Background: an optimization exercise with open tools, aiming at small area, a short achievable clock period and few clock cycles per item. Do not read the settings as production practice.
Only simulation tests tie the RTL to the original design; equivalence was not proved.
Power figures rest on the tool's default switching activity, not on a simulated workload. The flow treats the clock pin as an ideal source, which a real chip does not have.

**design/flow/design.v**
```verilog
`default_nettype none
package blur_pkg;
    typedef logic [3*4-1:0] pixel_t;
    typedef logic [4-1:0] chan_t;
    typedef logic [8-1:0] col_t;
    typedef logic [8-1:0] row_t;
    typedef struct packed {
        logic   sof;
        pixel_t pixel;
    } in_beat_t;
    typedef struct packed {
        pixel_t pixel;
        row_t   row;
        col_t   col;
    } pos_pixel_t;
    typedef struct packed {
        pixel_t p0, p1, p2;
        pixel_t p3, p4, p5;
        pixel_t p6, p7, p8;
    } window_t;
    typedef struct packed {
        chan_t p0, p1, p2;
        chan_t p3, p4, p5;
        chan_t p6, p7, p8;
    } chan_window_t;
    typedef enum logic [1:0] {
        hs_idle,
        hs_hold,
        hs_release
    } hs_state_t;
endpackage
`default_nettype wire
`default_nettype none
module blur_top (
    input  logic               clk,
    input  logic               reset,
    input  logic               in_req,
    input  logic [12:0]        in_beat,
    output logic               in_ack,
    output logic               out_req,
    input  logic               out_ack,
    output logic [11:0]        out_pixel
);
    localparam int W     = 160;
    localparam int PW    = 3 * 4;
    localparam int CB    = 4;
    localparam int DEPTH = 2 * W + 2;
    logic [1:0] cnt;
    logic acc;
    logic sv;
    logic ofull;
    logic pop;
    logic take;
    logic load;
    logic [12:0] beat_q;
    assign pop  = out_req && out_ack;
    assign take = in_req && !in_ack && !cnt[1];
    assign load = sv && (!ofull || pop);
    always_ff @(posedge clk) begin
        beat_q <= in_beat;
    end
    always_ff @(posedge clk) begin
        if (reset) begin
            in_ack  <= 1'b0;
            acc     <= 1'b0;
            cnt     <= '0;
            sv      <= 1'b0;
            ofull   <= 1'b0;
            out_req <= 1'b0;
        end else begin
            in_ack  <= in_req && (in_ack || !cnt[1]);
            acc     <= take;
            case ({take, pop})
                2'b10:   cnt <= cnt + 1'b1;
                2'b01:   cnt <= cnt - 1'b1;
                default: cnt <= cnt;
            endcase
            sv      <= acc || (sv && !load);
            ofull   <= load || (ofull && !pop);
            out_req <= !out_ack && (out_req || ofull || sv);
        end
    end
    logic [8-1:0] row_cnt, row;
    logic [8-1:0] col_cnt, col;
    logic row_z, row_o, col_z, col_o;
    assign row = beat_q[12] ? '0 : row_cnt;
    assign col = beat_q[12] ? '0 : col_cnt;
    always_ff @(posedge clk) begin
        if (reset) begin
            row_cnt <= '0;
            col_cnt <= '0;
            row_z   <= 1'b1;
            row_o   <= 1'b0;
            col_z   <= 1'b1;
            col_o   <= 1'b0;
        end else if (acc) begin
            if (col == (W - 1)) begin
                col_cnt <= '0;
                row_cnt <= row + 1'b1;
                col_z   <= 1'b1;
                col_o   <= 1'b0;
                row_z   <= (row == 8'hff);
                row_o   <= (row == 8'h00);
            end else begin
                col_cnt <= col + 1'b1;
                row_cnt <= row;
                col_z   <= 1'b0;
                col_o   <= (col == 8'h00);
                row_z   <= (row == 8'h00);
                row_o   <= (row == 8'h01);
            end
        end
    end
    logic [DEPTH*PW-1:0] hist;
    always_ff @(posedge clk) begin
        if (acc) begin
            hist <= {hist[(DEPTH-1)*PW-1:0], beat_q[PW-1:0]};
        end
    end
    function automatic logic [PW-1:0] tap(input int k);
        tap = hist[(k-1)*PW +: PW];
    endfunction
    logic sof;
    logic mask_all, mask_top, mask_left;
    assign sof       = beat_q[12];
    assign mask_all  = sof || row_z || col_z;
    assign mask_top  = !sof && row_o;
    assign mask_left = !sof && col_o;
    logic [PW-1:0] p0, p1, p2, p3, p4, p5, p6, p7, p8;
    assign p0 = (mask_top || mask_left) ? '0 : tap(2*W + 2);
    assign p1 = mask_top                ? '0 : tap(2*W + 1);
    assign p2 = mask_top                ? '0 : tap(2*W);
    assign p3 = mask_left               ? '0 : tap(W + 2);
    assign p4 = tap(W + 1);
    assign p5 = tap(W);
    assign p6 = mask_left               ? '0 : tap(2);
    assign p7 = tap(1);
    assign p8 = beat_q[PW-1:0];
    logic [3*7-1:0] s_outer;
    logic [3*6-1:0] s_mid;
    logic           s_zero;
    logic [PW-1:0]  result;
    for (genvar ch = 0; ch < 3; ch++) begin : g_lane
        logic [5:0] top, mid, bot;
        logic [7:0] total;
        assign top = 6'(p0[ch*CB +: CB]) + (6'(p1[ch*CB +: CB]) << 1) + 6'(p2[ch*CB +: CB]);
        assign mid = 6'(p3[ch*CB +: CB]) + (6'(p4[ch*CB +: CB]) << 1) + 6'(p5[ch*CB +: CB]);
        assign bot = 6'(p6[ch*CB +: CB]) + (6'(p7[ch*CB +: CB]) << 1) + 6'(p8[ch*CB +: CB]);
        always_ff @(posedge clk) begin
            if (acc) begin
                s_outer[ch*7 +: 7] <= 7'(top) + 7'(bot);
                s_mid[ch*6 +: 6]   <= mid;
            end
        end
        assign total = 8'(s_outer[ch*7 +: 7]) + (8'(s_mid[ch*6 +: 6]) << 1);
        assign result[ch*CB +: CB] = s_zero ? '0 : total[7:4];
    end
    always_ff @(posedge clk) begin
        if (acc) begin
            s_zero <= mask_all;
        end
    end
    always_ff @(posedge clk) begin
        if (load) begin
            out_pixel <= result;
        end
    end
endmodule
`default_nettype wire
```
**design/flow/run.sh**
```bash
#!/bin/bash
# synth_recipe.tcl (not shown) runs the flow's synth.tcl, then flattens the netlist and writes it again
# the make line also repeats each setting of config.mk as NAME=value (left out here)
make -C /OpenROAD-flow-scripts/flow DESIGN_CONFIG=/design/flow/config.mk WORK_HOME=/design/flow/orfs CLKGATE_MAP_FILE= SYNTH_SCRIPT=/design/flow/synth_recipe.tcl finish
```
**design/flow/config.mk**
```make
export PLATFORM = sky130hd
export DESIGN_NAME = blur_top
export DESIGN_NICKNAME = blur_top
export VERILOG_FILES = /design/flow/design.v
export SDC_FILE = /design/flow/constraint.sdc
export NUM_CORES = 4
export LEC_CHECK = 0
export CAP_MARGIN = 20
export CORE_MARGIN = 2
export CORE_UTILIZATION = 45
export CTS_BUF_LIST = sky130_fd_sc_hd__clkbuf_4 sky130_fd_sc_hd__clkbuf_8
export SLEW_MARGIN = 20
```
**design/flow/constraint.sdc**
```tcl
create_clock -name core_clock -period 10.0 [get_ports {clk}]
set_input_delay 2.0000 -clock core_clock [delete_from_list [all_inputs] [get_ports {clk}]]
set_output_delay 2.0000 -clock core_clock [all_outputs]
set_load 0.01 [all_outputs]
```
==> results.toml, run 1 <==
[run_status]
status = "complete, no violations"

[timing]
slew_viol_final = 0
rsz0062_at_grt = "false"
finalCritPeriodShare = 0.514
hold_slack_ns = 0.384
tightest_slew_ns = 1.21
fin_skew_ns = 0.0430
finalSetupTns_ns = 0
slew_headroom = 0.194
max_freq_ghz = 0.195
period_minus_slack_ns = 5.14
setup_viol_count_final = 0
hold_violations = 0

[critical_path]
cp.arrival_ns = 5.86
worst-path-buf-inv = 3
timing.rr.end = "s_outer[20]"
rr_startpoint = "beat_q[12]"
slowest_delay_ns = 0.82
path_max_fanout = 28
cp_common_cell = "fa_1"
critPathTopFamily = "adder cells"
crit_path_top_delay_cell = "nand2b_1"
endpoint_kind = "flip-flop"
start_kind = "flip-flop"
critical_path_class = "reg2reg"
cp.required_ns = 10.72
crit_chain = "nand2b_1 > and2_1 > nand2_1 > fa_1 > inv_1 > fa_1 > fa_1 > ha_1 > inv_1 > fa_1 > inv_1 > a21o_1 > a21oi_1 > xnor2_1"
r2r_slack_ns = 4.86
worstRegToRegCells = 14

[floorplan]
dieArea_um2 = 276000
start_util = 0.452
top_level_ports = 31
die_h_um = 526
chipWidth_um = 526
coreArea_um2 = 271000
core.rowCount = 191

[synth]
synth-edff-count = 3913
syn_area_um2 = 122000
netlist_instances = 4462
syn_avg_cell_area_um2 = 27.4
yosysSeqAreaShare = 0.967
yosysWarnings = 1
synthFlopType = "edfxtp_1"
synthArstFlopShare = 0
syn_nets = 4596
synth_cell_types = 55
ys_ff_latch = 3953

[grt]
groute.usage.overall = 0.109
grt_max_degree = 212
antenna_found_initial = 7
grt_pass1_vias = 43300
overflow = 0
grt_pass1_wl_mm = 242

[routing]
ant_nets = 0
vias = 42300
drt_wl_total_mm = 154
vias_per_cell = 4.62
firstDrtPassIters = 5
dr.first_iter.drc_count = 3921
wl_per_cell_um = 16.8
drc = 0

[worst_hold_path]
whs_path_depth = 0
min_to = "hist[3333]"
hold_start = "hist[3321]"
hold_class = "reg2reg"

[clock_network]
cts.path.max_buffers = 4
cts_sinks = 3953
cts_made_buffers = 599
root_buffer = "clkbuf_8"
cts_resized = 0
clock_latency_ns = 0.98
clk_pin_slew_ns = 0.07
cts_tree = "yes"
post_cts_buffers = 0
htreeDepth = 6
hold_buffers = 0

[run]
max_cap_viol_count = 0

[cells_and_area]
nets = 5252
final_cell_mix = "edfxtp_1, clkbuf_8, clkbuf_4"
layout_commonest_cell = "edfxtp_1"
syn2layout_area_growth_pct = 13.7
drive_gt1_frac = 0.175

[power]
cellLeakagePower_nw = 34.3
power.density_nw_per_um2 = 228
vdd_drop_max_v = 0.000116

[place]
place.gp.congestion = 0.718
dp_hpwl_mm = 66.7
port_buffers = 30
-- final cells by class --
| class | count | area [µm²] |
|---|---|---|
| clock inverters | 230 | 1390 |
| multi-input cells | 390 | 3630 |
| inverters | 105 | 394 |
| repair buffers | 69 | 837 |
| clock buffers | 826 | 10100 |
| well taps | 3570 | 4470 |
| diodes | 2 | 5.00 |
| fillers | 20600 | 132000 |
| flip-flops and latches | 3953 | 118000 |
-- stage by stage --
stage                      util  instances  setup WS [ns]  total power, mW  instance area, µm²
after detailed placement  0.471       8085           4.80             19.4              128000
after global placement    0.471       8085           4.95             19.4              128000
after floorplan               -       4462         -18.30             20.3              122000
after global routing      0.514       9144           4.52             33.1              139000
final                     0.514       9145           4.86             31.8              139000
after CTS                 0.514       9141           4.78             32.3              139000
-- worst register-to-register path, cell delays in order (launching register included) --
cell      delay [ns]
dfxtp_1         0.71
nand2b_1        0.82
and2_1          0.59
nand2_1         0.15
fa_1            0.52
inv_1           0.07
fa_1            0.50
fa_1            0.55
ha_1            0.16
inv_1           0.06
fa_1            0.39
inv_1           0.08
a21o_1          0.10
a21oi_1         0.07
xnor2_1         0.13
-- power by group --
part           leakage [nW]  internal [mW]  switching (mW)
sequential             25.8           18.4          0.0572
combinational          2.42          0.130           0.501
clock                  6.08           6.83            5.84
-- routing by layer --
layer / GRT usage / vias up / wire length [µm]
met3: 0.0264 / 334 / 7050
met5: 0 / - / 0
li1: - / 19300 / -
met1: 0.175 / 21900 / 79900
met2: 0.139 / 803 / 62700
met4: 0.0483 / 0 / 4240
-- sequential cells by signal, indices dropped and copies added, names as in the netlist --
signal / count
cnt: 2
row_o: 1
out_req: 1
s_mid: 18
row_z: 1
col_o: 1
hist: 3864
sv: 1
beat_q: 13
col_cnt: 8
out_pixel: 12
col_z: 1
s_zero: 1
s_outer: 18
ofull: 1
row_cnt: 8
in_ack: 1
acc: 1
-- synthesized netlist by cell type (5+ instances only) --
master | number | area, µm²
fa_1 | 57 | 1140
clkbuf_1 | 9 | 33.8
and2_1 | 44 | 275
nor2b_1 | 6 | 37.5
o21ai_0 | 11 | 55.1
a21o_1 | 12 | 90.1
a21oi_1 | 30 | 150
nor3_1 | 16 | 80.1
edfxtp_1 | 3913 | 118000
ha_1 | 60 | 751
inv_1 | 105 | 394
nand2_1 | 26 | 97.6
nand4_1 | 7 | 43.8
or3_1 | 5 | 31.3
nand2b_1 | 14 | 87.6
nor2_1 | 17 | 63.8
nand3_1 | 9 | 45.0
and3_1 | 8 | 50.1
xnor2_1 | 16 | 140
dfxtp_1 | 40 | 801
-- kinds of logic (layout without fill, tap and decap cells) --
logic type | after synthesis | after routing | synth area share
AOI/OAI and AO/OA | 79 | 79 | 0.00421
and+or+nand+nor | 171 | 171 | 0.00822
xor gates and xnor gates | 19 | 19 | 0.00136
DFF | 3953 | 3953 | 0.967
adders and majority gates | 117 | 117 | 0.0155
buffers and inverters | 119 | 1230 | 0.00393
muxes | 4 | 4 | 0.000327
other | 0 | 2 | 0
-- worst max-delay path by stage --
stage,from,to,slack (ns),cells past startpoint
CTS,beat_q[12],s_outer[20],4.78,14
detailed placement,beat_q[12],s_outer[20],4.80,14
global route,beat_q[12],s_outer[6],4.52,14
global placement,beat_q[12],s_outer[6],4.95,14
floorplan,acc,row_cnt[7],-18.30,5
finish,beat_q[12],s_outer[20],4.86,14
Testbench counts, summed over its fixed seeds: cycles 61,448, items 30,720.
==> inputs of run 2 (changes only) <==
--- a/design/flow/config.mk
+++ b/design/flow/config.mk
@@ -9,4 +9,3 @@
 export CORE_MARGIN = 2
 export CORE_UTILIZATION = 45
-export CTS_BUF_LIST = sky130_fd_sc_hd__clkbuf_4 sky130_fd_sc_hd__clkbuf_8
 export SLEW_MARGIN = 20
==> results.toml, run 2 <==
[critical_path]
path_max_fanout = 28
slowest_delay_ns = 0.83
endpoint_kind = "flip-flop"
rr_startpoint = "beat_q[12]"
cp_common_cell = "fa_1"
cp.required_ns = 10.60
r2r_slack_ns = 4.85
worstRegToRegCells = 14
timing.rr.end = "s_outer[20]"
crit_path_top_delay_cell = "nand2b_1"
cp.arrival_ns = 5.74
crit_chain = "nand2b_1 > and2_1 > nand2_1 > fa_1 > inv_1 > fa_1 > fa_1 > ha_1 > inv_1 > fa_1 > inv_1 > a21o_1 > a21oi_1 > xnor2_1"
start_kind = "flip-flop"
critPathTopFamily = "adder cells"
worst-path-buf-inv = 3
critical_path_class = "reg2reg"

[timing]
setup_viol_count_final = 0
slew_viol_final = 0
fin_skew_ns = 0.0277
hold_violations = 0
period_minus_slack_ns = 5.15
max_freq_ghz = 0.194
rsz0062_at_grt = "false"
slew_headroom = 0.222
finalSetupTns_ns = 0
tightest_slew_ns = 1.17
finalCritPeriodShare = 0.515

[cells_and_area]
finalNonFillerCells = 8765
largest_register_ffs = 3864
layout_commonest_cell = "edfxtp_1"
top_register = "hist"
drive_gt1_frac = 0.114
syn2layout_area_growth_pct = 14.2
final_cell_area_um2 = 140000
nets = 5028
final_cell_mix = "edfxtp_1, clkbuf_16, inv_1"
top_regs = "hist (3864), s_mid (18), s_outer (18)"

[grt]
overflow = 0
grt_max_degree = 212
grt_pass1_vias = 40900
groute.usage.overall = 0.106
grt_pass1_wl_mm = 236
antenna_found_initial = 6

[synth]
yosysSeqAreaShare = 0.967
synth-edff-count = 3913
synth_area_leader_cell = "edfxtp_1"
synth_top_family_by_area = "adder cells"
synth-simple-area-share = 0.00822
synth.area.mux_share = 0.000327
ys_ff_latch = 3953
synthFlopType = "edfxtp_1"
syn_nets = 4596
yosysWarnings = 1
synthArstFlopShare = 0
synth_fa_ha_area_frac = 0.0155
synth_compound_area_frac = 0.00421
synth_top_area_share = 0.960
netlist_instances = 4462
synth_area_leaders = "edfxtp_1, fa_1, dfxtp_1, ha_1, inv_1"
syn_avg_cell_area_um2 = 27.4
syn_area_um2 = 122000
yosys.area_share.xor_xnor = 0.00136
yosysMostFrequentCell = "edfxtp_1"
synth_commonest_cells = "edfxtp_1, inv_1, ha_1, fa_1, and2_1"
synth_cell_types = 55

[place]
dp_hpwl_mm = 66.7
place.gp.congestion = 0.718
port_buffers = 30
place_area_um2 = 128000
dp.cells = 8085

[power]
power_mw = 33.0
vdd_drop_max_v = 0.000138
power.density_nw_per_um2 = 236
cellLeakagePower_nw = 34.2

[clock_network]
post_cts_buffers = 0
cts.path.max_buffers = 4
clock_latency_ns = 0.86
clk_pin_slew_ns = 0.06
hold_buffers = 0
htreeDepth = 5
cts_made_buffers = 375
cts_resized = 0
root_buffer = "clkbuf_16"
cts_tree = "yes"
cts_sinks = 3953

[floorplan]
start_util = 0.452
dieArea_um2 = 276000
die_h_um = 526
core.rowCount = 191
top_level_ports = 31
coreArea_um2 = 271000
chipWidth_um = 526

[worst_hold_path]
min_to = "hist[2261]"
hold_class = "reg2reg"
whs_path_depth = 0
hold_start = "hist[2249]"

[run_status]
status = "complete, no violations"

[routing]
wl_per_cell_um = 17.1
firstDrtPassIters = 6
ant_nets = 0
vias_per_cell = 4.69
drc = 0
vias = 41100
drt_wl_total_mm = 150
dr.first_iter.drc_count = 4001

[run]
max_cap_viol_count = 0
run 2: cell counts after synthesis:
Identical to the previous run, type by type.
run 2: power by group:
| part | total, mW | switching [mW] | internal [mW] | leakage, nW |
|---|---|---|---|---|
| combinational | 0.632 | 0.501 | 0.131 | 2.42 |
| clock | 13.9 | 5.77 | 8.17 | 5.95 |
| sequential | 18.4 | 0.0571 | 18.4 | 25.8 |
run 2: worst max path at each step:
stage / start / to / slack [ns] / depth (start not counted)
2_1_floorplan: acc / row_cnt[7] / -18.30 / 5
3_3_place_gp: beat_q[12] / s_outer[6] / 4.95 / 14
3_5_place_dp: beat_q[12] / s_outer[20] / 4.80 / 14
4_1_cts: beat_q[12] / s_outer[20] / 4.80 / 14
5_1_grt: beat_q[12] / s_outer[13] / 4.49 / 14
6_report: beat_q[12] / s_outer[20] / 4.85 / 14
run 2: kinds of logic after synthesis:
kind of cell               after synthesis
DFF                                   3953
and+or+nand+nor                        171
buffers and inverters                  119
adders and majority gates              117
AOI/OAI and AO/OA                       79
xor gates and xnor gates                19
muxes                                    4
run 2: per-stage QoR:
stage	hold WS, ns	worst slack (ns)	util
final	0.392	4.85	0.516
after global routing	0.402	4.49	0.516
after floorplan	0.400	-18.30	-
after detailed placement	0.405	4.80	0.471
after CTS	0.396	4.80	0.516
after global placement	0.400	4.95	0.471
run 2: cell type report:
class                           instances  area [µm²]
Fill cell                           20400      131000
Sequential cell                      3953      118000
Clock buffer                          457        9910
Tap cell                             3570        4470
Multi-Input combinational cell        390        3630
Clock inverter                        219        2280
Timing Repair Buffer                   69         841
Inverter                              105         394
Antenna cell                            2        5.00
run 2: layer usage:
metal / wire length, µm / vias to the layer above / GRT usage
met2: 60700 / 640 / 0.136
met4: 3710 / 0 / 0.0382
met1: 78900 / 21400 / 0.176
li1: - / 18800 / -
met5: 0 / - / 0
met3: 6410 / 306 / 0.0231
==> inputs of run 3 (changes only) <==
--- a/design/flow/design.v
+++ b/design/flow/design.v
@@ -45,5 +45,5 @@
     localparam int PW    = 3 * 4;
     localparam int CB    = 4;
-    localparam int DEPTH = 2 * W + 2;
+    localparam int DEPTH = 2 * W;
     logic [1:0] cnt;
     logic acc;
@@ -118,40 +118,32 @@
         end
     end
-    function automatic logic [PW-1:0] tap(input int k);
-        tap = hist[(k-1)*PW +: PW];
-    endfunction
-    logic sof;
+    logic [PW-1:0] up2, up1;
+    assign up2 = hist[(2*W-1)*PW +: PW];
+    assign up1 = hist[(W-1)*PW +: PW];
     logic mask_all, mask_top, mask_left;
-    assign sof       = beat_q[12];
-    assign mask_all  = sof || row_z || col_z;
-    assign mask_top  = !sof && row_o;
-    assign mask_left = !sof && col_o;
-    logic [PW-1:0] p0, p1, p2, p3, p4, p5, p6, p7, p8;
-    assign p0 = (mask_top || mask_left) ? '0 : tap(2*W + 2);
-    assign p1 = mask_top                ? '0 : tap(2*W + 1);
-    assign p2 = mask_top                ? '0 : tap(2*W);
-    assign p3 = mask_left               ? '0 : tap(W + 2);
-    assign p4 = tap(W + 1);
-    assign p5 = tap(W);
-    assign p6 = mask_left               ? '0 : tap(2);
-    assign p7 = tap(1);
-    assign p8 = beat_q[PW-1:0];
-    logic [3*7-1:0] s_outer;
-    logic [3*6-1:0] s_mid;
-    logic           s_zero;
+    always_ff @(posedge clk) begin
+        mask_all  <= in_beat[12] || row_z || col_z;
+        mask_top  <= !in_beat[12] && row_o;
+        mask_left <= !in_beat[12] && col_o;
+    end
+    logic [3*6-1:0] v0, v1, v2;
+    logic           s_zero, s_left;
     logic [PW-1:0]  result;
     for (genvar ch = 0; ch < 3; ch++) begin : g_lane
-        logic [5:0] top, mid, bot;
+        logic [5:0] vnew;
+        logic [5:0] v2m;
         logic [7:0] total;
-        assign top = 6'(p0[ch*CB +: CB]) + (6'(p1[ch*CB +: CB]) << 1) + 6'(p2[ch*CB +: CB]);
-        assign mid = 6'(p3[ch*CB +: CB]) + (6'(p4[ch*CB +: CB]) << 1) + 6'(p5[ch*CB +: CB]);
-        assign bot = 6'(p6[ch*CB +: CB]) + (6'(p7[ch*CB +: CB]) << 1) + 6'(p8[ch*CB +: CB]);
+        assign vnew = (mask_top ? 6'd0 : 6'(up2[ch*CB +: CB]))
+                    + (6'(up1[ch*CB +: CB]) << 1)
+                    + 6'(beat_q[ch*CB +: CB]);
         always_ff @(posedge clk) begin
             if (acc) begin
-                s_outer[ch*7 +: 7] <= 7'(top) + 7'(bot);
-                s_mid[ch*6 +: 6]   <= mid;
+                v0[ch*6 +: 6] <= vnew;
+                v1[ch*6 +: 6] <= v0[ch*6 +: 6];
+                v2[ch*6 +: 6] <= v1[ch*6 +: 6];
             end
         end
-        assign total = 8'(s_outer[ch*7 +: 7]) + (8'(s_mid[ch*6 +: 6]) << 1);
+        assign v2m   = s_left ? 6'd0 : v2[ch*6 +: 6];
+        assign total = 8'(v2m) + (8'(v1[ch*6 +: 6]) << 1) + 8'(v0[ch*6 +: 6]);
         assign result[ch*CB +: CB] = s_zero ? '0 : total[7:4];
     end
@@ -159,4 +151,5 @@
         if (acc) begin
             s_zero <= mask_all;
+            s_left <= mask_left;
         end
     end
==> design/flow/flow/run.sh (new file) <==
#!/bin/bash
# Standard layout with faster port buffers, a tighter setup repair target,
# and a clock tree with larger sink clusters and no dummy loads.
set -euo pipefail
export BUFFER_PORTS_ARGS="-buffer_cell sky130_fd_sc_hd__buf_4"
export SETUP_SLACK_MARGIN=6.5
export ABC_CLOCK_PERIOD_IN_PS=3000
export CTS_ARGS="-sink_clustering_enable -repair_clock_nets -dont_use_dummy_load -sink_clustering_size 20 -sink_clustering_max_diameter 60"
bash standard.sh > standard.log 2>&1
==> design/flow/standard.sh (new file) <==
#!/bin/bash
# synth_recipe.tcl (not shown) runs the flow's synth.tcl, then flattens the netlist and writes it again
# the make line also repeats each setting of config.mk as NAME=value (left out here)
make -C /OpenROAD-flow-scripts/flow DESIGN_CONFIG=/design/flow/config.mk WORK_HOME=/design/flow/orfs CLKGATE_MAP_FILE= SYNTH_SCRIPT=/design/flow/synth_recipe.tcl "${@:-finish}"
removed: design/flow/run.sh
==> results.toml, run 3 <==
[routing]
vias = 38800
drc = 0
drt_wl_total_mm = 142
firstDrtPassIters = 6
wl_per_cell_um = 17.4
dr.first_iter.drc_count = 3947
ant_nets = 0
vias_per_cell = 4.76

[critical_path]
cp.required_ns = 8.00
critPathTopFamily = "flip-flops"
rr_startpoint = "acc"
cp.arrival_ns = 1.52
worst-path-buf-inv = 1
endpoint_kind = "primary output"
crit_chain = "buf_6"
critical_path_class = "reg2out"
slowest_delay_ns = 0.50
path_max_fanout = 1
critPathLaunch = "out_pixel[8]"
start_kind = "flip-flop"
crit_path_top_delay_cell = "edfxtp_1"

[timing]
finalSetupTns_ns = 0
period_minus_slack_ns = 3.52
fin_skew_ns = 0.0942
tightest_slew_ns = 1.11
slew_viol_final = 0
max_freq_ghz = 0.284
rsz0062_at_grt = "true"
hold_violations = 0
setup_viol_count_final = 0
finalCritPeriodShare = 0.352
slew_headroom = 0.263

[clock_network]
cts_tree = "yes"
post_cts_buffers = 0
cts_sinks = 3951
hold_buffers = 0
htreeDepth = 4
clk_pin_slew_ns = 0.08
cts_made_buffers = 234
clock_latency_ns = 0.87
cts.path.max_buffers = 4
root_buffer = "clkbuf_16"

[synth]
yosysMostFrequentCell = "edfxtp_1"
ys_ff_latch = 3951
synth_commonest_cells = "edfxtp_1, inv_1, dfxtp_1, ha_1, nor2_1"
netlist_instances = 4307
synth_cell_types = 47
syn_avg_cell_area_um2 = 28.1
synth_area_leaders = "edfxtp_1, dfxtp_1, fa_1, ha_1, nor2b_1"
synth_top_area_share = 0.971
synth-edff-count = 3908
synth_area_leader_cell = "edfxtp_1"
synthFlopType = "edfxtp_1"
synthArstFlopShare = 0
syn_nets = 4387
yosysWarnings = 1
syn_area_um2 = 121000
yosysSeqAreaShare = 0.978

[cells_and_area]
finalNonFillerCells = 8152
utilization = 0.493
largest_register_ffs = 3840
top_register = "hist"
nets = 4680
drive_gt1_frac = 0.0698
layout_commonest_cell = "edfxtp_1"
syn2layout_area_growth_pct = 9.18
final_cell_mix = "edfxtp_1, clkbuf_16, inv_1"
fill_cells = 20700

[place]
dp_hpwl_mm = 64.9
dp.cells = 7913
port_buffers = 30
place.gp.congestion = 0.703

[run]
max_cap_viol_count = 0

[grt]
overflow = 0
antenna_found_initial = 13
grt_pass1_vias = 37400
grt_max_degree = 211
groute.usage.overall = 0.101
grt_pass1_wl_mm = 218

[floorplan]
top_level_ports = 31
die_h_um = 522
core.rowCount = 190
dieArea_um2 = 273000
coreArea_um2 = 268000
chipWidth_um = 522
start_util = 0.452

[power]
power.density_nw_per_um2 = 210
cellLeakagePower_nw = 30.4
power_mw = 27.7
vdd_drop_max_v = 0.000151

[worst_hold_path]
hold_class = "reg2reg"
hold_start = "hist[199]"

[run_status]
status = "complete, no violations"
[run 3: cell types whose count changed after synthesis, sizes merged, moves of 5 or more]
cell    before   now
clkbuf      10     5
edfxtp    3913  3908
nor2b        6    32
fa          57    27
xnor2       16     9
inv        105    45
a21o        12     6
mux2         0     6
ha          60    36
and2        44     2
nand2       27    19
nor2        18    34
nor3        18    10
[run 3: repair_timing]
item | 4_1_cts | 5_1_grt
hold endpoints to repair | 0 | 0
cloned | 1 | 0
setup endpoints to repair | 216 | 214
pin swaps | 0 | 0
gates resized for setup | 12 | 5
[run 3: where the power goes]
group | total (mW) | switching [mW] | internal (mW)
clock | 8.80 | 4.67 | 4.13
combinational | 0.503 | 0.432 | 0.0713
sequential | 18.4 | 0.0532 | 18.3
[run 3: area by class of cell]
class,count,area (µm²),area share
flip-flops and latches,3951,118000,0.896
clock buffers,234,5860,0.0444
repair buffers,70,823,0.00624
well taps,3552,4440,0.0337
multi-input cells,298,2450,0.0186
inverters,45,169,0.00128
diodes,2,5.00,0.0000379
[run 3: path summary, 6_finish.rpt]
| kind | endpoint | slack [ns] | cells past startpoint |
|---|---|---|---|
| setup / recovery | out_pixel[8] | 6.48 | 1 |
| hold / removal | hist[211] | 0.36 | 0 |
| setup reg to reg | hist[615] | 6.75 | 3 |
| hold reg to reg | hist[211] | 0.36 | 0 |
[run 3: layer usage]
layer,up-vias,track usage,part of all wire
met2,538,0.128,0.40
met1,20300,0.171,0.53
met5,-,0,0.00019
met3,264,0.0211,0.046
met4,4,0.0309,0.024
li1,17700,-,-
[run 3: cell families (layout without fill, tap and decap cells)]
group | Yosys count | count (layout) | synth area share
flops | 3951 | 3951 | 0.978
buf+inv | 58 | 349 | 0.00196
fa+ha+maj | 63 | 63 | 0.00820
xor+xnor | 11 | 11 | 0.000797
simple gates | 148 | 148 | 0.00688
compound gates | 67 | 67 | 0.00332
other cells | 0 | 2 | 0
mux | 9 | 9 | 0.000807
[run 3: per-stage QoR]
| step | hold WS [ns] | worst slack, ns | instance area, µm² |
|---|---|---|---|
| 3_3_place_gp | 0.400 | 6.31 | 126000 |
| 5_1_grt | 0.354 | 6.39 | 132000 |
| 4_1_cts | 0.354 | 6.34 | 132000 |
| 2_1_floorplan | 0.386 | -20.65 | 121000 |
| 3_5_place_dp | 0.405 | 6.17 | 126000 |
| 6_report | 0.356 | 6.48 | 132000 |
Testbench counts of run 3, summed over its fixed seeds: cycles 61,448, items 30,720.
==> inputs of run 4 (changes only) <==
==> design/flow/flow/run.sh (replaced) <==
#!/bin/bash
# Standard layout with faster port buffers, a tighter setup repair target,
# and a shallower clock tree with larger sink clusters and no dummy loads.
set -euo pipefail
export BUFFER_PORTS_ARGS="-buffer_cell sky130_fd_sc_hd__buf_4"
export SETUP_SLACK_MARGIN=7.0
export ABC_CLOCK_PERIOD_IN_PS=3000
export CTS_ARGS="-sink_clustering_enable -repair_clock_nets -dont_use_dummy_load -sink_clustering_size 30 -sink_clustering_max_diameter 100 -buf_list sky130_fd_sc_hd__clkbuf_16"
bash standard.sh > standard.log 2>&1
--- a/design/flow/config.mk
+++ b/design/flow/config.mk
@@ -8,4 +8,4 @@
 export CAP_MARGIN = 20
 export CORE_MARGIN = 2
-export CORE_UTILIZATION = 45
+export CORE_UTILIZATION = 65
 export SLEW_MARGIN = 20
==> results.toml, run 4 <==
[run_status]
status = "complete, no violations"

[synth]
syn_avg_cell_area_um2 = 28.1
yosysSeqAreaShare = 0.978
ys_ff_latch = 3951
synth_commonest_cells = "edfxtp_1, inv_1, dfxtp_1, ha_1, nor2_1"
yosysWarnings = 1
synth-edff-count = 3908
netlist_instances = 4307
synthFlopType = "edfxtp_1"
synth_top_area_share = 0.971
synth_cell_types = 47
synth_area_leader_cell = "edfxtp_1"
yosysMostFrequentCell = "edfxtp_1"
synthArstFlopShare = 0
syn_area_um2 = 121000
synth_area_leaders = "edfxtp_1, dfxtp_1, fa_1, ha_1, nor2b_1"
syn_nets = 4387

[clock_network]
htreeDepth = 4
clock_latency_ns = 0.81
hold_buffers = 0
cts_sinks = 3951
clk_pin_slew_ns = 0.11
cts.path.max_buffers = 3
cts_made_buffers = 149
cts_tree = "yes"
root_buffer = "clkbuf_16"

[routing]
ant_nets = 0
vias_per_cell = 5.44
drt_wl_total_mm = 135
vias = 38100
dr.first_iter.drc_count = 3822
firstDrtPassIters = 5
wl_per_cell_um = 19.2
drc = 0

[critical_path]
path_max_fanout = 1
timing.rr.end = "hist[1893]"
r2r_slack_ns = 7.33
crit_path_top_delay_cell = "edfxtp_1"
cp.required_ns = 8.00
cp.arrival_ns = 1.35
worstRegToRegCells = 2
crit_chain = "buf_6"
critPathTopFamily = "flip-flops"
worst-path-buf-inv = 1
critical_path_class = "reg2out"
endpoint_kind = "primary output"
slowest_delay_ns = 0.43
rr_startpoint = "acc"
start_kind = "flip-flop"

[floorplan]
dieArea_um2 = 189000
die_h_um = 435
core.rowCount = 158
top_level_ports = 31
coreArea_um2 = 185000
start_util = 0.653
chipWidth_um = 435

[timing]
tightest_slew_ns = 1.12
fin_skew_ns = 0.0336
setup_viol_count_final = 0
slew_viol_final = 0
hold_slack_ns = 0.399
slew_headroom = 0.255
rsz0062_at_grt = "true"
max_freq_ghz = 0.298
finalCritPeriodShare = 0.335
finalSetupTns_ns = 0
period_minus_slack_ns = 3.35
hold_violations = 0

[power]
vdd_drop_max_v = 0.000187
power.density_nw_per_um2 = 201
cellLeakagePower_nw = 29.3

[worst_hold_path]
whs_path_depth = 0
hold_class = "reg2reg"
min_to = "hist[395]"
hold_start = "hist[383]"

[grt]
overflow = 0
grt_pass1_vias = 35300
antenna_found_initial = 13
groute.usage.overall = 0.139
grt_max_degree = 214
grt_pass1_wl_mm = 204

[cells_and_area]
drive_gt1_frac = 0.0527
finalNonFillerCells = 6998
layout_commonest_cell = "edfxtp_1"
final_cell_mix = "edfxtp_1, clkbuf_16, inv_1"
nets = 4596
fill_cells = 10900
largest_register_ffs = 3840
syn2layout_area_growth_pct = 6.41
utilization = 0.695
top_register = "hist"

[place]
port_buffers = 30
dp.cells = 6835
place.gp.congestion = 0.713
dp_hpwl_mm = 64.0

[run]
max_cap_viol_count = 0
run 4: final cells by class:
class | instances | area (µm²) | area share
antenna | 4 | 10.0 | 0.0000778
inverter | 45 | 169 | 0.00131
sequential | 3951 | 118000 | 0.919
timing repair buffer | 71 | 936 | 0.00728
multi-input combinational | 298 | 2450 | 0.0190
clock buffer | 149 | 3730 | 0.0290
tap | 2480 | 3100 | 0.0241
run 4: worst max path at each step:
stage | from | end | slack [ns] | depth (start not counted)
final | out_pixel[1] | out_pixel[1] | 6.65 | 1
after global routing | out_pixel[11] | out_pixel[11] | 6.56 | 1
after CTS | out_pixel[8] | out_pixel[8] | 6.54 | 1
after detailed placement | out_ack | out_pixel[3] | 6.49 | 4
after global placement | out_ack | out_pixel[1] | 6.50 | 4
after floorplan | acc | row_z | -20.65 | 4
run 4: per-stage QoR:
| stage | area (µm²) | total power, mW | setup WS (ns) |
|---|---|---|---|
| after floorplan | 121000 | 20.2 | -20.65 |
| after global placement | 125000 | 19.3 | 6.50 |
| after detailed placement | 125000 | 19.3 | 6.49 |
| after CTS | 128000 | 26.2 | 6.54 |
| after global routing | 129000 | 26.8 | 6.56 |
| final | 129000 | 25.8 | 6.65 |
run 4: what timing repair did:
item,in CTS,in global routing
resized for setup,21,8
gates cloned,0,4
setup endpoints to repair,644,1826
setup buffers,2,4
run 4: cell families (layout without fill, tap and decap cells):
group / Yosys count / after routing / share of synthesized area
and+or+nand+nor: 148 / 148 / 0.00688
buffers and inverters: 58 / 265 / 0.00196
adders and majority gates: 63 / 63 / 0.00820
AOI/OAI and AO/OA: 67 / 67 / 0.00332
xor gates and xnor gates: 11 / 11 / 0.000797
DFF: 3951 / 3951 / 0.978
other: 0 / 4 / 0
muxes: 9 / 9 / 0.000807
run 4: power by group:
group          leakage [nW]  internal [mW]  switching [mW]
clock network          1.84           2.69            4.24
registers              25.9           18.3          0.0487
logic                  1.63         0.0762           0.433
run 4: per-layer routing:
layer,track usage,vias up,part of all wire
met3,0.0228,176,0.035
met2,0.175,466,0.40
met4,0.0378,0,0.021
li1,-,17500,-
met1,0.255,19900,0.54
met5,0,-,0
==> inputs of run 5 (changes only) <==
==> design/flow/run.sh (new file) <==
#!/bin/bash
# synth_recipe.tcl (not shown) runs the flow's synth.tcl, then flattens the netlist and writes it again
# the make line also repeats each setting of config.mk as NAME=value (left out here)
make -C /OpenROAD-flow-scripts/flow DESIGN_CONFIG=/design/flow/config.mk WORK_HOME=/design/flow/orfs CLKGATE_MAP_FILE= SYNTH_SCRIPT=/design/flow/synth_recipe.tcl finish
--- a/design/flow/config.mk
+++ b/design/flow/config.mk
@@ -8,4 +8,4 @@
 export CAP_MARGIN = 20
 export CORE_MARGIN = 2
-export CORE_UTILIZATION = 65
+export CORE_UTILIZATION = 45
 export SLEW_MARGIN = 20
removed: design/flow/flow/run.sh
removed: design/flow/standard.sh
==> results.toml, run 5 <==
[timing]
finalCritPeriodShare = 0.412
hold_violations = 0
slew_viol_final = 0
tightest_slew_ns = 1.13
slew_headroom = 0.244
rsz0062_at_grt = "false"
period_minus_slack_ns = 4.12
setup_viol_count_final = 0
finalSetupTns_ns = 0
fin_skew_ns = 0.0463
max_freq_ghz = 0.243

[critical_path]
crit_chain = "clkdlybuf4s50_1"
timing.rr.end = "hist[3119]"
r2r_slack_ns = 6.65
crit_path_top_delay_cell = "clkdlybuf4s50_1"
slowest_delay_ns = 0.63
rr_startpoint = "acc"
path_max_fanout = 1
worst-path-buf-inv = 1
critPathTopFamily = "buffers and inverters"
worstRegToRegCells = 3
cp.required_ns = 8.00
endpoint_kind = "primary output"
critical_path_class = "reg2out"
cp.arrival_ns = 2.12
start_kind = "flip-flop"

[cells_and_area]
drive_gt1_frac = 0.118
syn2layout_area_growth_pct = 14.5
layout_commonest_cell = "edfxtp_1"
utilization = 0.517
final_cell_mix = "edfxtp_1, clkbuf_16, clkinv_1"
largest_register_ffs = 3840
nets = 4821
top_register = "hist"

[power]
cellLeakagePower_nw = 33.4
vdd_drop_max_v = 0.000138
power_mw = 32.9
power.density_nw_per_um2 = 237

[floorplan]
chipWidth_um = 522
coreArea_um2 = 268000
core.rowCount = 190
die_h_um = 522
start_util = 0.452
top_level_ports = 31
dieArea_um2 = 273000

[clock_network]
clk_pin_slew_ns = 0.06
cts_tree = "yes"
clock_latency_ns = 0.89
hold_buffers = 0
post_cts_buffers = 0
root_buffer = "clkbuf_16"
cts_sinks = 3951
htreeDepth = 5
cts_made_buffers = 380
cts.path.max_buffers = 4
cts_resized = 0

[run_status]
status = "complete, no violations"

[grt]
grt_pass1_vias = 39100
antenna_found_initial = 14
grt_pass1_wl_mm = 226
grt_max_degree = 223
overflow = 0
groute.usage.overall = 0.104

[place]
place.gp.congestion = 0.701
dp_hpwl_mm = 64.0
port_buffers = 30

[routing]
ant_nets = 0
vias = 40200
wl_per_cell_um = 16.9
drt_wl_total_mm = 145
firstDrtPassIters = 5
dr.first_iter.drc_count = 4244
vias_per_cell = 4.67
drc = 0

[synth]
synth_area_leaders = "edfxtp_1, dfxtp_1, fa_1, ha_1, nor2b_1"
yosysMostFrequentCell = "edfxtp_1"
synth_top_area_share = 0.971
netlist_instances = 4307
yosysWarnings = 1
synth-edff-count = 3908
synth_cell_types = 47
yosysSeqAreaShare = 0.978
syn_nets = 4387
syn_avg_cell_area_um2 = 28.1
synthArstFlopShare = 0
ys_ff_latch = 3951
syn_area_um2 = 121000
synth_commonest_cells = "edfxtp_1, inv_1, dfxtp_1, ha_1, nor2_1"
synth_area_leader_cell = "edfxtp_1"
synthFlopType = "edfxtp_1"

[worst_hold_path]
hold_start = "hist[119]"
min_to = "hist[131]"
hold_class = "reg2reg"
whs_path_depth = 0

[run]
max_cap_viol_count = 0
-- run 5: worst max path at each step --
| stage | end | start | slack, ns | cells after the start |
|---|---|---|---|---|
| 5_1_grt | out_pixel[11] | out_pixel[11] | 5.81 | 1 |
| 3_3_place_gp | out_pixel[11] | out_ack | 6.14 | 4 |
| 6_report | out_pixel[10] | out_pixel[10] | 5.88 | 1 |
| 4_1_cts | out_pixel[11] | out_pixel[11] | 5.70 | 1 |
| 2_1_floorplan | row_z | acc | -20.65 | 4 |
| 3_5_place_dp | out_pixel[10] | out_ack | 6.10 | 4 |
-- run 5: cell type report --
cell class | count | area (µm²)
Fill cell | 20300 | 129000
Sequential cell | 3951 | 118000
Clock buffer | 465 | 10100
Tap cell | 3552 | 4440
Multi-Input combinational cell | 298 | 2450
Clock inverter | 226 | 2220
Timing Repair Buffer | 65 | 803
Inverter | 45 | 169
Antenna cell | 6 | 15.0
-- run 5: metrics by stage --
step                instance area [µm²]  hold slack [ns]  worst slack [ns]  cells
finish                           138000            0.387              5.88   8608
detailed placement               126000            0.405              6.10   7909
global route                     138000            0.391              5.81   8603
global placement                 126000            0.400              6.14   7909
floorplan                        121000            0.386            -20.65   4307
CTS                              138000            0.381              5.70   8600
-- run 5: power breakdown --
part	switching [mW]	internal [mW]	total [mW]
combinational	0.429	0.0699	0.499
sequential	0.0550	18.4	18.4
clock	5.80	8.15	13.9
total	6.28	26.6	32.9
-- run 5: kinds of logic after synthesis --
kind of cell             Yosys count  synth area share
buffers and inverters             58           0.00196
flip-flops                      3951             0.978
adder cells (fa/ha/maj)           63           0.00820
XOR/XNOR                          11          0.000797
multiplexers                       9          0.000807
AO/OA/AOI/OAI                     67           0.00332
AND/OR/NAND/NOR                  148           0.00688
-- run 5: layer usage --
layer	track usage	vias to the layer above	part of all wire	routed length (µm)
li1	-	18300	-	-
met2	0.130	634	0.40	58400
met5	0	-	0.000090	13
met3	0.0234	296	0.045	6470
met4	0.0395	2	0.026	3720
met1	0.174	20900	0.53	76600
==> inputs of run 6 (changes only) <==
--- a/design/flow/design.v
+++ b/design/flow/design.v
@@ -49,5 +49,5 @@
     logic acc;
     logic sv;
-    logic ofull;
+    logic hv;
     logic pop;
     logic take;
@@ -55,6 +55,6 @@
     logic [12:0] beat_q;
     assign pop  = out_req && out_ack;
-    assign take = in_req && !in_ack && !cnt[1];
-    assign load = sv && (!ofull || pop);
+    assign take = in_req && !in_ack && (!cnt[1] || pop);
+    assign load = sv && (!hv || pop);
     always_ff @(posedge clk) begin
         beat_q <= in_beat;
@@ -66,8 +66,8 @@
             cnt     <= '0;
             sv      <= 1'b0;
-            ofull   <= 1'b0;
+            hv      <= 1'b0;
             out_req <= 1'b0;
         end else begin
-            in_ack  <= in_req && (in_ack || !cnt[1]);
+            in_ack  <= in_req && (in_ack || !cnt[1] || pop);
             acc     <= take;
             case ({take, pop})
@@ -77,6 +77,6 @@
             endcase
             sv      <= acc || (sv && !load);
-            ofull   <= load || (ofull && !pop);
-            out_req <= !out_ack && (out_req || ofull || sv);
+            hv      <= load || (hv && !pop);
+            out_req <= !out_ack && (out_req || hv);
         end
     end
@@ -154,8 +154,12 @@
         end
     end
+    logic [PW-1:0] h;
     always_ff @(posedge clk) begin
         if (load) begin
-            out_pixel <= result;
+            h <= result;
         end
+    end
+    always_ff @(posedge clk) begin
+        out_pixel <= h;
     end
 endmodule
==> design/flow/flow/run.sh (new file) <==
#!/bin/bash
# Standard layout with faster port buffers, a tighter setup repair target,
# and a shallower clock tree with larger sink clusters and no dummy loads.
set -euo pipefail
export BUFFER_PORTS_ARGS="-buffer_cell sky130_fd_sc_hd__buf_4"
export SETUP_SLACK_MARGIN=6.9
export ABC_CLOCK_PERIOD_IN_PS=3000
export CTS_ARGS="-sink_clustering_enable -repair_clock_nets -dont_use_dummy_load -sink_clustering_size 28 -sink_clustering_max_diameter 70 -buf_list sky130_fd_sc_hd__clkbuf_16"
bash standard.sh > standard.log 2>&1
==> design/flow/standard.sh (new file) <==
#!/bin/bash
# synth_recipe.tcl (not shown) runs the flow's synth.tcl, then flattens the netlist and writes it again
# the make line also repeats each setting of config.mk as NAME=value (left out here)
make -C /OpenROAD-flow-scripts/flow DESIGN_CONFIG=/design/flow/config.mk WORK_HOME=/design/flow/orfs CLKGATE_MAP_FILE= SYNTH_SCRIPT=/design/flow/synth_recipe.tcl "${@:-finish}"
--- a/design/flow/config.mk
+++ b/design/flow/config.mk
@@ -8,4 +8,4 @@
 export CAP_MARGIN = 20
 export CORE_MARGIN = 2
-export CORE_UTILIZATION = 45
+export CORE_UTILIZATION = 80
 export SLEW_MARGIN = 20
removed: design/flow/run.sh
==> results.toml, run 6 <==
[floorplan]
core.rowCount = 142
die_h_um = 393
chipWidth_um = 393
start_util = 0.807
top_level_ports = 31

[place]
place.gp.congestion = 0.740
port_buffers = 30
dp_hpwl_mm = 86.8

[synth]
yosysWarnings = 1
synth_area_leaders = "edfxtp_1, dfxtp_1, fa_1, ha_1, nor2b_1"
syn_avg_cell_area_um2 = 28.0
syn_nets = 4398
netlist_instances = 4318
syn_area_um2 = 121000
synth_top_area_share = 0.969
ys_ff_latch = 3963
synthFlopType = "edfxtp_1"
synth-edff-count = 3908
yosysMostFrequentCell = "edfxtp_1"
yosysSeqAreaShare = 0.978
synth_area_leader_cell = "edfxtp_1"
synth_commonest_cells = "edfxtp_1, dfxtp_1, inv_1, ha_1, nor2_1"
synthArstFlopShare = 0
synth_cell_types = 51

[run_status]
toolErrorMsg = "[ERROR DPL-0033] detailed placement checks failed during check placement."
stop_stage = "3_5_place_dp"
status = "stopped before the end"
==> run 6: cell types whose count changed after synthesis, sizes merged, moves of 3 or more <==
cell and change:
dfxtp +12, buf -7, clkbuf +5, nor2b -5
o21ai -5, a21oi -4, nand2 +4, nand2b +4
nand4b +3, nor4 +3
==> run 6: kinds of logic after synthesis <==
family	after synthesis	synth area share
AO/OA/AOI/OAI	67	0.00352
XOR/XNOR	11	0.000796
adder cells (fa/ha/maj)	63	0.00818
buffers and inverters	56	0.00180
flip-flops	3963	0.978
multiplexers	7	0.000661
AND/OR/NAND/NOR	151	0.00689
==> run 6: worst max-delay path by stage <==
stage | to | slack (ns) | depth (start not counted)
2_1_floorplan | row_cnt[5] | -21.26 | 3
3_3_place_gp | hist[2506] | 6.16 | 3
==> run 6: power by group through the flow <==
stage	clock, mW	combinational, mW	sequential (mW)
floorplan	0	0.105	20.9
global placement	0	0.511	19.7
Testbench counts of run 6, summed over its fixed seeds: cycles 61,456, items 30,720.
==> inputs of run 7 (changes only) <==
==> design/flow/flow/run.sh (replaced) <==
#!/bin/bash
# Standard layout with faster port buffers, a tighter setup repair target,
# and a shallower clock tree with larger sink clusters and no dummy loads.
set -euo pipefail
export BUFFER_PORTS_ARGS="-buffer_cell sky130_fd_sc_hd__buf_4"
export SETUP_SLACK_MARGIN=7.0
export ABC_CLOCK_PERIOD_IN_PS=3000
export CTS_ARGS="-sink_clustering_enable -repair_clock_nets -dont_use_dummy_load -sink_clustering_size 30 -sink_clustering_max_diameter 100 -buf_list sky130_fd_sc_hd__clkbuf_16"
bash standard.sh > standard.log 2>&1
--- a/design/flow/config.mk
+++ b/design/flow/config.mk
@@ -8,4 +8,4 @@
 export CAP_MARGIN = 20
 export CORE_MARGIN = 2
-export CORE_UTILIZATION = 80
+export CORE_UTILIZATION = 65
 export SLEW_MARGIN = 20
==> results.toml, run 7 <==
[run_status]
status = "complete, no violations"

[cells_and_area]
drive_gt1_frac = 0.0549
syn2layout_area_growth_pct = 6.57
layout_commonest_cell = "edfxtp_1"
top_register = "hist"
largest_register_ffs = 3840
final_cell_mix = "edfxtp_1, clkbuf_16, inv_1"
nets = 4615
final_cell_area_um2 = 129000

[critical_path]
r2r_slack_ns = 7.15
start_kind = "flip-flop"
slowest_delay_ns = 0.36
path_max_fanout = 2
crit_chain = "buf_6"
critical_path_class = "reg2out"
critPathTopFamily = "flip-flops"
timing.rr.end = "hist[2196]"
worstRegToRegCells = 3
endpoint_kind = "primary output"
crit_path_top_delay_cell = "dfxtp_2"
rr_startpoint = "acc"
cp.required_ns = 8.00
worst-path-buf-inv = 1
cp.arrival_ns = 1.27

[timing]
rsz0062_at_grt = "true"
fin_skew_ns = 0.0523
max_freq_ghz = 0.306
finalCritPeriodShare = 0.327
finalSetupTns_ns = 0
slew_viol_final = 0
period_minus_slack_ns = 3.27
slew_headroom = 0.257
hold_violations = 0
setup_viol_count_final = 0
tightest_slew_ns = 1.11

[routing]
dr.first_iter.drc_count = 4289
vias = 37900
ant_nets = 0
drt_wl_total_mm = 135
wl_per_cell_um = 19.2
vias_per_cell = 5.40
drc = 0
firstDrtPassIters = 5

[synth]
yosysMostFrequentCell = "edfxtp_1"
syn_area_um2 = 121000
yosysWarnings = 1
synth_area_leaders = "edfxtp_1, dfxtp_1, fa_1, ha_1, nor2b_1"
synth-edff-count = 3908
synthArstFlopShare = 0
yosysSeqAreaShare = 0.978
synth_cell_types = 51
synthFlopType = "edfxtp_1"
netlist_instances = 4318
syn_nets = 4398
syn_avg_cell_area_um2 = 28.0
synth_area_leader_cell = "edfxtp_1"
synth_commonest_cells = "edfxtp_1, dfxtp_1, inv_1, ha_1, nor2_1"
synth_top_area_share = 0.969
ys_ff_latch = 3963

[run]
max_cap_viol_count = 0

[power]
vdd_drop_max_v = 0.000179
power.density_nw_per_um2 = 208
power_mw = 26.8
cellLeakagePower_nw = 40.3

[floorplan]
top_level_ports = 31
die_h_um = 436
dieArea_um2 = 190000
chipWidth_um = 436
core.rowCount = 158
coreArea_um2 = 185000
start_util = 0.654

[place]
port_buffers = 30
place_area_um2 = 125000
dp_hpwl_mm = 63.5
place.gp.congestion = 0.712

[clock_network]
cts.path.max_buffers = 3
cts_sinks = 3963
clock_latency_ns = 0.80
cts_made_buffers = 150
root_buffer = "clkbuf_16"
htreeDepth = 4
cts_tree = "yes"
clk_pin_slew_ns = 0.10

[grt]
groute.usage.overall = 0.140
grt_pass1_vias = 35100
grt_max_degree = 213
antenna_found_initial = 7
grt_pass1_wl_mm = 205
overflow = 0

[worst_hold_path]
min_to = "hist[875]"
hold_start = "hist[863]"
whs_path_depth = 0
hold_class = "reg2reg"
-- run 7: cell counts after synthesis --
Identical to the previous run, type by type.
-- run 7: logic make-up after synthesis --
group	after synthesis	share of synthesized area
buffers and inverters	56	0.00180
adder cells (fa/ha/maj)	63	0.00818
multiplexers	7	0.000661
AO/OA/AOI/OAI	67	0.00352
flip-flops	3963	0.978
AND/OR/NAND/NOR	151	0.00689
XOR/XNOR	11	0.000796
-- run 7: repair_timing --
action	CTS	global route
hold buffers	0	0
gates resized for setup	38	10
setup buffers	3	3
pin swaps	0	0
cloned	5	3
setup endpoints to repair	2845	1419
-- run 7: stage by stage --
| stage | worst slack (ns) | utilization | cells | hold slack, ns |
|---|---|---|---|---|
| 2_1_floorplan | -21.26 | - | 4318 | 0.323 |
| 3_3_place_gp | 6.27 | 0.674 | 6849 | 0.400 |
| 3_5_place_dp | 6.20 | 0.674 | 6849 | 0.405 |
| 4_1_cts | 6.63 | 0.696 | 7007 | 0.358 |
| 5_1_grt | 6.63 | 0.697 | 7013 | 0.353 |
| 6_report | 6.73 | 0.697 | 7018 | 0.359 |
-- run 7: report_power, final --
group	total [mW]	switching, mW	internal [mW]
Clock	6.96	4.24	2.71
Sequential	19.3	0.230	19.1
Combinational	0.548	0.442	0.106
-- run 7: layout make-up --
class | instances | area [µm²]
flip-flops and latches | 3963 | 118000
repair buffers | 76 | 1110
clock buffers | 150 | 3750
diodes | 5 | 12.5
well taps | 2480 | 3100
fillers | 10800 | 56200
multi-input cells | 299 | 2440
inverters | 45 | 169
-- run 7: worst max path at each step --
stage / slack (ns) / from / depth (start not counted) / endpoint
after floorplan: -21.26 / acc / 3 / row_cnt[5]
after global placement: 6.27 / acc / 3 / hist[331]
after detailed placement: 6.20 / acc / 3 / hist[355]
after CTS: 6.63 / in_ack / 1 / in_ack
after global routing: 6.63 / in_ack / 1 / in_ack
final: 6.73 / in_ack / 1 / in_ack
-- run 7: routing by layer --
metal | vias to the layer above | track usage | wire [µm]
met5 | - | 0 | 0
met4 | 0 | 0.0384 | 2710
met3 | 173 | 0.0232 | 4180
met2 | 399 | 0.173 | 53800
met1 | 19800 | 0.259 | 74200
li1 | 17600 | - | -
==> inputs of run 8 (changes only) <==
--- a/design/flow/config.mk
+++ b/design/flow/config.mk
@@ -8,4 +8,4 @@
 export CAP_MARGIN = 20
 export CORE_MARGIN = 2
-export CORE_UTILIZATION = 65
+export CORE_UTILIZATION = 75
 export SLEW_MARGIN = 20
==> results.toml, run 8 <==
[clock_network]
root_buffer = "clkbuf_16"
hold_buffers = 0
cts_tree = "yes"
cts_made_buffers = 150
cts_sinks = 3963
clock_latency_ns = 0.79
htreeDepth = 4
clk_pin_slew_ns = 0.10
cts.path.max_buffers = 3

[timing]
finalCritPeriodShare = 0.321
hold_slack_ns = 0.363
finalSetupTns_ns = 0
period_minus_slack_ns = 3.21
fin_skew_ns = 0.0620
slew_viol_final = 0
setup_viol_count_final = 0
max_freq_ghz = 0.312
hold_violations = 0
setup_ws_ns = 6.79
rsz0062_at_grt = "true"
slew_headroom = 0.282
tightest_slew_ns = 1.07

[place]
place_area_um2 = 124000
place.gp.congestion = 0.726
port_buffers = 30
dp_slack_ns = 6.43
dp_hpwl_mm = 64.7

[synth]
synth_cell_types = 51
yosysSeqAreaShare = 0.978
synth.area.mux_share = 0.000661
netlist_instances = 4318
synth-edff-count = 3908
synth_top_area_share = 0.969
synth_area_leaders = "edfxtp_1, dfxtp_1, fa_1, ha_1, nor2b_1"
syn_area_um2 = 121000
syn_avg_cell_area_um2 = 28.0
synthArstFlopShare = 0
yosysWarnings = 1
ys_ff_latch = 3963
yosys.area_share.xor_xnor = 0.000796
synth_area_leader_cell = "edfxtp_1"
synth_compound_area_frac = 0.00352
syn_nets = 4398
synthFlopType = "edfxtp_1"
synth_fa_ha_area_frac = 0.00818
yosysMostFrequentCell = "edfxtp_1"
synth-simple-area-share = 0.00689
synth_top_family_by_area = "adder cells"
synth_commonest_cells = "edfxtp_1, dfxtp_1, inv_1, ha_1, nor2_1"

[grt]
grt_pass1_vias = 35900
use_met2 = 0.237
grt_max_degree = 231
antenna_found_initial = 14
grt_pass1_wl_mm = 211
grt_most_used_layer = "met1"
overflow = 0
use_met3 = 0.0246
groute.usage.overall = 0.173
met1_usage = 0.308

[floorplan]
dieArea_um2 = 165000
core.rowCount = 147
die_h_um = 406
chipWidth_um = 406
top_level_ports = 31
start_util = 0.755
coreArea_um2 = 160000

[cells_and_area]
layout_commonest_cell = "edfxtp_1"
largest_register_ffs = 3840
final_cell_area_um2 = 129000
final_cell_mix = "edfxtp_1, clkbuf_16, inv_1"
syn2layout_area_growth_pct = 6.21
top_register = "hist"
nets = 4614
drive_gt1_frac = 0.0552
utilization = 0.802

[critical_path]
crit_chain = "buf_6"
path_max_fanout = 1
rr_startpoint = "acc"
endpoint_kind = "primary output"
worst-path-buf-inv = 1
worstRegToRegCells = 3
r2r_slack_ns = 7.17
cp.required_ns = 8.00
critPathTopFamily = "flip-flops"
start_kind = "flip-flop"
crit_path_top_delay_cell = "dfxtp_2"
slowest_delay_ns = 0.34
critical_path_class = "reg2out"
cp.arrival_ns = 1.21
timing.rr.end = "hist[2026]"

[routing]
vias_per_cell = 5.68
drc = 0
dr.first_iter.drc_count = 4063
firstDrtPassIters = 7
wl_per_cell_um = 21.3
drt_wl_total_mm = 142
vias = 38000
ant_nets = 0

[worst_hold_path]
whs_path_depth = 0
hold_start = "hist[2192]"
min_to = "hist[2204]"
hold_class = "reg2reg"

[run]
max_cap_viol_count = 0

[power]
vdd_drop_max_v = 0.000223
power.density_nw_per_um2 = 209
cellLeakagePower_nw = 40.3

[run_status]
status = "complete, no violations"
## run 8: changes by cell type in the layout (fill, tap and decap cells not counted), sizes merged
cell	change
clkbuf	-2
buf	+1
diode	-3
## run 8: per-stage QoR
stage,power [mW],std cells
2_1_floorplan,21.0,4318
6_report,26.8,6694
4_1_cts,27.1,6687
5_1_grt,27.7,6692
3_3_place_gp,20.2,6529
3_5_place_dp,20.3,6529
## run 8: logic make-up after synthesis
family | Yosys count
DFF | 3963
and+or+nand+nor | 151
AOI/OAI and AO/OA | 67
adders and majority gates | 63
buffers and inverters | 56
xor gates and xnor gates | 11
muxes | 7
## run 8: area by class of cell
| class | instances | area [µm²] |
|---|---|---|
| inverters | 45 | 169 |
| clock buffers | 150 | 3750 |
| fillers | 7383 | 31800 |
| diodes | 2 | 5.00 |
| repair buffers | 75 | 1080 |
| well taps | 2160 | 2700 |
| multi-input cells | 299 | 2440 |
| flip-flops and latches | 3963 | 118000 |
## run 8: repair_timing
action,CTS,global route
buffers inserted,3,3
gates cloned,5,0
endpoints found under the setup margin,792,466
gates resized for setup,37,14
## run 8: where the power goes
part / switching [mW] / internal, mW / leakage (nW)
registers: 0.249 / 19.1 / 36.7
logic: 0.445 / 0.106 / 1.78
clock network: 4.22 / 2.71 / 1.85
## run 8: how the worst max path moves through the flow
stage,start,endpoint,slack [ns],cells past startpoint
after floorplan,acc,row_cnt[5],-21.26,3
after global placement,acc,hist[3072],6.55,3
after detailed placement,acc,hist[2240],6.43,3
after CTS,out_pixel[7],out_pixel[7],6.71,1
after global routing,out_pixel[2],out_pixel[2],6.71,1
final,out_pixel[7],out_pixel[7],6.79,1
## run 8: layer usage
metal | routed length (µm) | share of wire | up-vias
li1 | - | - | 17500
met1 | 73000 | 0.51 | 19700
met5 | 0 | 0 | -
met2 | 61100 | 0.43 | 664
met4 | 2420 | 0.017 | 0
met3 | 5940 | 0.042 | 147
==> inputs of run 9 (changes only) <==
==> design/flow/flow/run.sh (replaced) <==
#!/bin/bash
# Standard layout with faster port buffers, a tighter setup repair target,
# and a shallower clock tree with larger sink clusters and no dummy loads.
set -euo pipefail
export BUFFER_PORTS_ARGS="-buffer_cell sky130_fd_sc_hd__buf_4"
export SETUP_SLACK_MARGIN=6.9
export ABC_CLOCK_PERIOD_IN_PS=3000
export CTS_ARGS="-sink_clustering_enable -repair_clock_nets -dont_use_dummy_load -sink_clustering_size 30 -sink_clustering_max_diameter 50 -buf_list sky130_fd_sc_hd__clkbuf_16"
bash standard.sh > standard.log 2>&1
==> results.toml, run 9 <==
[synth]
synth_commonest_cells = "edfxtp_1, dfxtp_1, inv_1, ha_1, nor2_1"
synth_compound_area_frac = 0.00352
netlist_instances = 4318
synth_area_leader_cell = "edfxtp_1"
synth.area.mux_share = 0.000661
synth-simple-area-share = 0.00689
synthArstFlopShare = 0
synth_cell_types = 51
synth_top_family_by_area = "adder cells"
syn_area_um2 = 121000
synth_fa_ha_area_frac = 0.00818
synth-edff-count = 3908
ys_ff_latch = 3963
yosys.area_share.xor_xnor = 0.000796
syn_nets = 4398
yosysSeqAreaShare = 0.978
yosysWarnings = 1
yosysMostFrequentCell = "edfxtp_1"
syn_avg_cell_area_um2 = 28.0
synth_top_area_share = 0.969
synthFlopType = "edfxtp_1"
synth_area_leaders = "edfxtp_1, dfxtp_1, fa_1, ha_1, nor2b_1"

[run_status]
toolErrorMsg = "[ERROR DPL-0033] detailed placement checks failed during check placement."
stop_stage = "5_1_grt"
status = "stopped before the end"

[floorplan]
die_h_um = 406
chipWidth_um = 406
top_level_ports = 31
start_util = 0.755
core.rowCount = 147

[clock_network]
cts.path.max_buffers = 3
cts_made_buffers = 199
htreeDepth = 4
cts_sinks = 3963
root_buffer = "clkbuf_16"
hold_buffers = 0

[place]
dp_hpwl_mm = 64.7
dp.cells = 6529
port_buffers = 30
place_area_um2 = 124000
place.gp.congestion = 0.726

[timing]
worstEpCategory = "top-level output"
crit_endpoint = "out_pixel[7]"

[grt]
grt_max_degree = 231
antenna_found_initial = 16
==> run 9: cell counts after synthesis <==
No cell type changed its count.
==> run 9: timing repair <==
action                                  4_1_cts
gates cloned                                  5
resized for setup                            43
endpoints found under the hold margin         0
endpoints found under the setup margin      789
setup buffers                                 2
==> run 9: metrics by stage <==
stage | util | hold WS, ns | worst slack [ns]
after floorplan | - | 0.323 | -21.26
after global placement | 0.776 | 0.400 | 6.55
after detailed placement | 0.776 | 0.405 | 6.43
after CTS | 0.809 | 0.365 | 6.65
==> run 9: power by group through the flow <==
| stage | sequential (mW) | clock, mW | combinational (mW) |
|---|---|---|---|
| floorplan | 20.9 | 0 | 0.105 |
| CTS | 19.4 | 8.33 | 0.557 |
| global placement | 19.7 | 0 | 0.514 |
| detailed placement | 19.7 | 0 | 0.536 |
==> run 9: cells by family after synthesis <==
family	Yosys count
flops	3963
simple gates	151
compound gates	67
fa+ha+maj	63
buf+inv	56
xor+xnor	11
mux	7
==> run 9: how the worst max path moves through the flow <==
stage | start | endpoint | slack, ns | depth (start not counted)
global placement | acc | hist[3072] | 6.55 | 3
CTS | out_pixel[7] | out_pixel[7] | 6.65 | 1
floorplan | acc | row_cnt[5] | -21.26 | 3
detailed placement | acc | hist[2240] | 6.43 | 3

what the ideal ports hide:
No port has a modelled driver above. Below, the same layouts with a new extraction and two added sets of constraints.
Step 1 sets driving cells, clkbuf_16 on the clock port and buf_2 on the other inputs (assumed; they add their load-dependent delay and slew).
Step 2, shift: input delay + t, output delay - t, t = (earliest + latest rising clock arrival at the registers) / 2. This alone moves slack from input paths to output paths.
Slacks: ideal ports / drivers / drivers and shift; pairs: ideal ports / drivers.
run | shift t [ns] | setup slack, ns | hold slack, ns | clock arrival spread, ns
run 1 | 1.046 | 4.863 / 4.863 / 4.863 | 0.384 / 0.384 / 0.384 | 0.056 / 0.056
run 2 | 0.925 | 4.853 / 4.853 / 4.853 | 0.392 / 0.392 / 0.392 | 0.046 / 0.046
run 3 | 0.918 | 6.483 / 6.399 / 6.626 | 0.356 / 0.356 / 0.356 | 0.116 / 0.116
run 4 | 0.873 | 6.649 / 6.566 / 6.514 | 0.399 / 0.399 / 0.399 | 0.043 / 0.043
run 5 | 0.944 | 5.877 / 5.793 / 6.157 | 0.387 / 0.387 / 0.387 | 0.055 / 0.054
run 7 | 0.873 | 6.729 / 6.645 / 6.523 | 0.359 / 0.359 / 0.359 | 0.072 / 0.072
run 8 | 0.835 | 6.790 / 6.711 / 6.479 | 0.363 / 0.363 / 0.363 | 0.075 / 0.076
After both steps every run listed still meets setup and hold. For run 8, which loses most, drivers alone change the setup slack by -0.079 ns; drivers and shift together by -0.311 ns.
